Context: an optimization exercise on an open-source flow, tuned for small area and a short achievable clock period. The choices shown serve that exercise and are no tape-out recipe.
Where RTL was checked, it was by simulation tests only, not by an equivalence proof against the original.
Power is estimated from default activity; no workload was simulated.

## run a
// ahb3lite_mem_slave
module ahb3lite_mem_slave (
    input  logic        HCLK,
    input  logic        HRESET,
    input  logic        HSEL,
    input  logic [31:0] HADDR,
    input  logic [1:0]  HTRANS,
    input  logic        HWRITE,
    input  logic [31:0] HWDATA,
    input  logic        HREADY,
    output logic        HREADYOUT,
    output logic        HRESP,
    output logic [31:0] HRDATA,
    output logic [31:0] mem_WR_addr,
    output logic        mem_write_flag,
    output logic [31:0] HWDATA_toMem,
    output logic [15:0] wr_count
);
    logic        ready_q;    
    logic        resp_q;     
    logic        wr_q;       
    logic [5:0]  waddr_q;    
    logic [31:0] rdata_q;    
    logic [15:0] wr_count_q;
    logic        accept;
    logic        in_range;
    logic        err_start;
    logic        wr_start;
    logic        rd_start;
    logic [31:0] rdata_d;
    assign in_range  = (HADDR[31:6] == 26'd0);
    assign accept    = HSEL && HREADY && ready_q && HTRANS[1];
    assign err_start = accept && !in_range;
    assign wr_start  = accept && in_range && HWRITE;
    assign rd_start  = accept && in_range && !HWRITE;
    always_ff @(posedge HCLK or posedge HRESET) begin
        if (HRESET) begin
            ready_q    <= 1'b1;
            resp_q     <= 1'b0;
            wr_q       <= 1'b0;
            waddr_q    <= 6'd0;
            rdata_q    <= 32'h0;
            wr_count_q <= 16'd0;
        end else begin
            ready_q    <= !err_start;
            resp_q     <= err_start || !ready_q;
            wr_q       <= wr_start;
            waddr_q    <= wr_start ? HADDR[5:0] : 6'd0;
            rdata_q    <= rdata_d;
            wr_count_q <= wr_count_q + {15'd0, wr_q};
        end
    end
    ahb3lite_sp_ram #(
        .DEPTH (64),
        .AW    (6)
    ) u_ram (
        .clk_i   (HCLK),
        .we_i    (wr_q),
        .waddr_i (waddr_q),
        .wdata_i (HWDATA),
        .re_i    (rd_start),
        .raddr_i (HADDR[5:0]),
        .rdata_o (rdata_d)
    );
    assign HREADYOUT      = ready_q;
    assign HRESP          = resp_q;
    assign HRDATA         = rdata_q;
    assign mem_write_flag = wr_q;
    assign mem_WR_addr    = {26'd0, waddr_q};
    assign HWDATA_toMem   = wr_q ? HWDATA : 32'h0;
  ...
export LEC_CHECK = 0
export CAP_MARGIN = 20
export CORE_MARGIN = 2
export CORE_UTILIZATION = 40
export SLEW_MARGIN = 20
export SYNTH_HIERARCHICAL = 1
create_clock -name core_clock -period 5.5 [get_ports {HCLK}]
run.sh (not shown) runs the stock make flow with config.mk's settings and CLKGATE_MAP_FILE= SYNTH_SCRIPT=/design/flow/synth_recipe.tcl, a recipe that flattens the netlist after the stock synthesis.
Setup changes, run a to run b
diff --git a/flow/config.mk b/flow/config.mk
--- a/flow/config.mk
+++ b/flow/config.mk
@@ -10,0 +11 @@
+export SETUP_SLACK_MARGIN = 2.5
==> comparison <==
Compared with run a, run b shows count of clock-buffer cells in the layout that has gone down by a few percent.
Cell count was lower in run a than in run b.
On switching portion of total power, run b and run a are neck and neck.
Re number of buffers inserted during clock tree synthesis: run a was lower than run b.
Worst hold slack is higher on run b
Total power: run b vs run a — no meaningful difference
In the reports for run b and run a, the larger post-synthesis to final-layout area growth belongs to run b.
The run with more routed wire is run b, not run a.
No run of this note included a check of the RTL's function; only the layout flow was run.

== exp/violet ==
ahb3lite_mem_slave, a different RTL version from the one above (not shown whole).
For scale: about 6,000 cells after synthesis, ~2,100 flip-flops, roughly 190 I/O pins, about 0.072 mm2 of cells after synthesis.
// ahb3lite_mem_slave
module ahb3lite_mem_slave (
    input  logic        HCLK,
    input  logic        HRESET,
    input  logic        HSEL,
    input  logic [31:0] HADDR,
    input  logic [1:0]  HTRANS,
    input  logic        HWRITE,
    input  logic [31:0] HWDATA,
    input  logic        HREADY,
    output logic        HREADYOUT,
    output logic        HRESP,
    output logic [31:0] HRDATA,
    output logic [31:0] mem_WR_addr,
    output logic        mem_write_flag,
    output logic [31:0] HWDATA_toMem,
    output logic [15:0] wr_count
);
    logic        ready_q;    
    logic        resp_q;     
    logic [3:0]  flag_q;     
    logic [5:0]  waddr_q;    
    logic [7:0]  whi_q;      
    logic [7:0]  wlo_q;      
    logic        rd_q;       
    logic [31:0] rdata_q;    
    logic [15:0] wr_count_q;
    logic        accept;
    logic        in_range;
    logic        err_start;
    logic        wr_start;
    logic        rd_start;
    logic        writing;
    logic [31:0] rdata_arr;
    assign in_range  = (HADDR[31:6] == 26'd0);
    assign accept    = HSEL && HREADY && ready_q && HTRANS[1];
    assign err_start = accept && !in_range;
    assign wr_start  = accept && in_range && HWRITE;
    assign rd_start  = accept && in_range && !HWRITE;
    assign writing   = |whi_q;
    always_ff @(posedge HCLK or posedge HRESET) begin
        if (HRESET) begin
            ready_q    <= 1'b1;
            resp_q     <= 1'b0;
            waddr_q    <= 6'd0;
            whi_q      <= 8'd0;
            rd_q       <= 1'b0;
            wr_count_q <= 16'd0;
        end else begin
            ready_q    <= !err_start;
            resp_q     <= err_start || !ready_q;
            waddr_q    <= wr_start ? HADDR[5:0] : 6'd0;
            whi_q      <= wr_start ? (8'd1 << HADDR[5:3]) : 8'd0;
            rd_q       <= rd_start;
            wr_count_q <= wr_count_q + {15'd0, writing};
        end
    end
    for (genvar k = 0; k < 4; k++) begin : g_flag
  ...
clock: 5.5 ns
lec_check: 0
cap_margin: 20
core_margin: 2
core_utilization: 40
setup_slack_margin: 2.5
slew_margin: 20
synth_hierarchical: 1
standard.sh (not shown) runs the stock make flow with config.mk's settings and CLKGATE_MAP_FILE= SYNTH_SCRIPT=/design/flow/synth_recipe.tcl, a recipe that flattens the netlist after the stock synthesis.
==> flow/flow/run.sh <==
#!/bin/bash
# Own layout flow: the standard synthesis unchanged, then the standard
# layout with two changes:
#  - the resizer may change a cell's footprint when it repairs timing (the
#    platform default only resizes within the same footprint);
#  - clock tree synthesis clusters up to 20 flip-flops within 100 um per leaf
#    buffer and adds no dummy loads, which needs far fewer clock buffers.
# Each step's full output is in synth.log and layout.log here, and ORFS's own
# per-step logs are under orfs/logs/.
set -euo pipefail
bash standard.sh synth > synth.log 2>&1
bash standard.sh MATCH_CELL_FOOTPRINT=0 \
  "CTS_ARGS=-sink_clustering_enable -repair_clock_nets -dont_use_dummy_load -sink_clustering_size 20 -sink_clustering_max_diameter 100" \
  finish > layout.log 2>&1
exp/violet: all stages complete, timing, DRC and antenna checks passed
Input changes introduced in exp/indigo (baseline for comparison: exp/violet):
Settings: setting PLACE_DENSITY to 0.65 for the first time; changing CORE_UTILIZATION from 40 to 50.
- Compared with exp/violet, exp/indigo shows total global routing track utilization higher by 5.1 points.
- Going from exp/violet to exp/indigo, final worst slack decreased by 130 ps relative to the old numbers; switching power as a share of total power decreased by 0.41 points relative to the old numbers; leakage power total decreased by about 2.6% relative to the old numbers.
- exp/violet -> exp/indigo: cell area after synthesis delta 0, exact match
- [compare] base=exp/violet new=exp/indigo: post-synthesis adder-cell area fraction barely changed; final period utilization climbed 2.4 points; core utilization climbed 11 points.
- Count of plain and timing-repair buffers in the layout (exp/indigo / exp/violet): 0.898
- | number of cells on the critical path | exp/indigo vs exp/violet | 2 lower |

## re-timing with driven ports
How much do the figures lean on ideal ports? The routed layouts below were timed once more, with nothing changed but the port constraints.
Step 1, drivers: a clkbuf_16 drives HCLK and a buf_2 each remaining input, both assumed.
Step 2 times the ports against the registers' clock, not the clock port: input delays grow and output delays shrink by t, the midpoint of the rising clock arrivals with the driver on.
Slacks: no drivers / after step 1 / after step 2; pairs: no drivers / after step 1.
| run | t, ns | setup WS [ns] | hold slack, ns | latest minus earliest clock arrival (ns) | cell pins on the clock port's net |
|---|---|---|---|---|---|
| run a | 0.931 | 0.785 / 0.785 / 0.229 | 0.453 / 0.453 / 0.453 | 0.047 / 0.047 | 1 |
| run b | 0.950 | 1.696 / 1.696 / 0.780 | 0.457 / 0.457 / 0.457 | 0.050 / 0.051 | 1 |
| exp/violet | 0.850 | 2.365 / 2.283 / 1.602 | 0.470 / 0.470 / 0.470 | 0.055 / 0.056 | 1 |
| exp/indigo | 0.827 | 2.234 / 2.154 / 1.478 | 0.459 / 0.459 / 0.459 | 0.045 / 0.045 | 1 |
After both steps every run listed still meets setup and hold. The setup slack of run b, which loses most, moves by 0.000 ns with the drivers and by -0.916 ns with both steps.
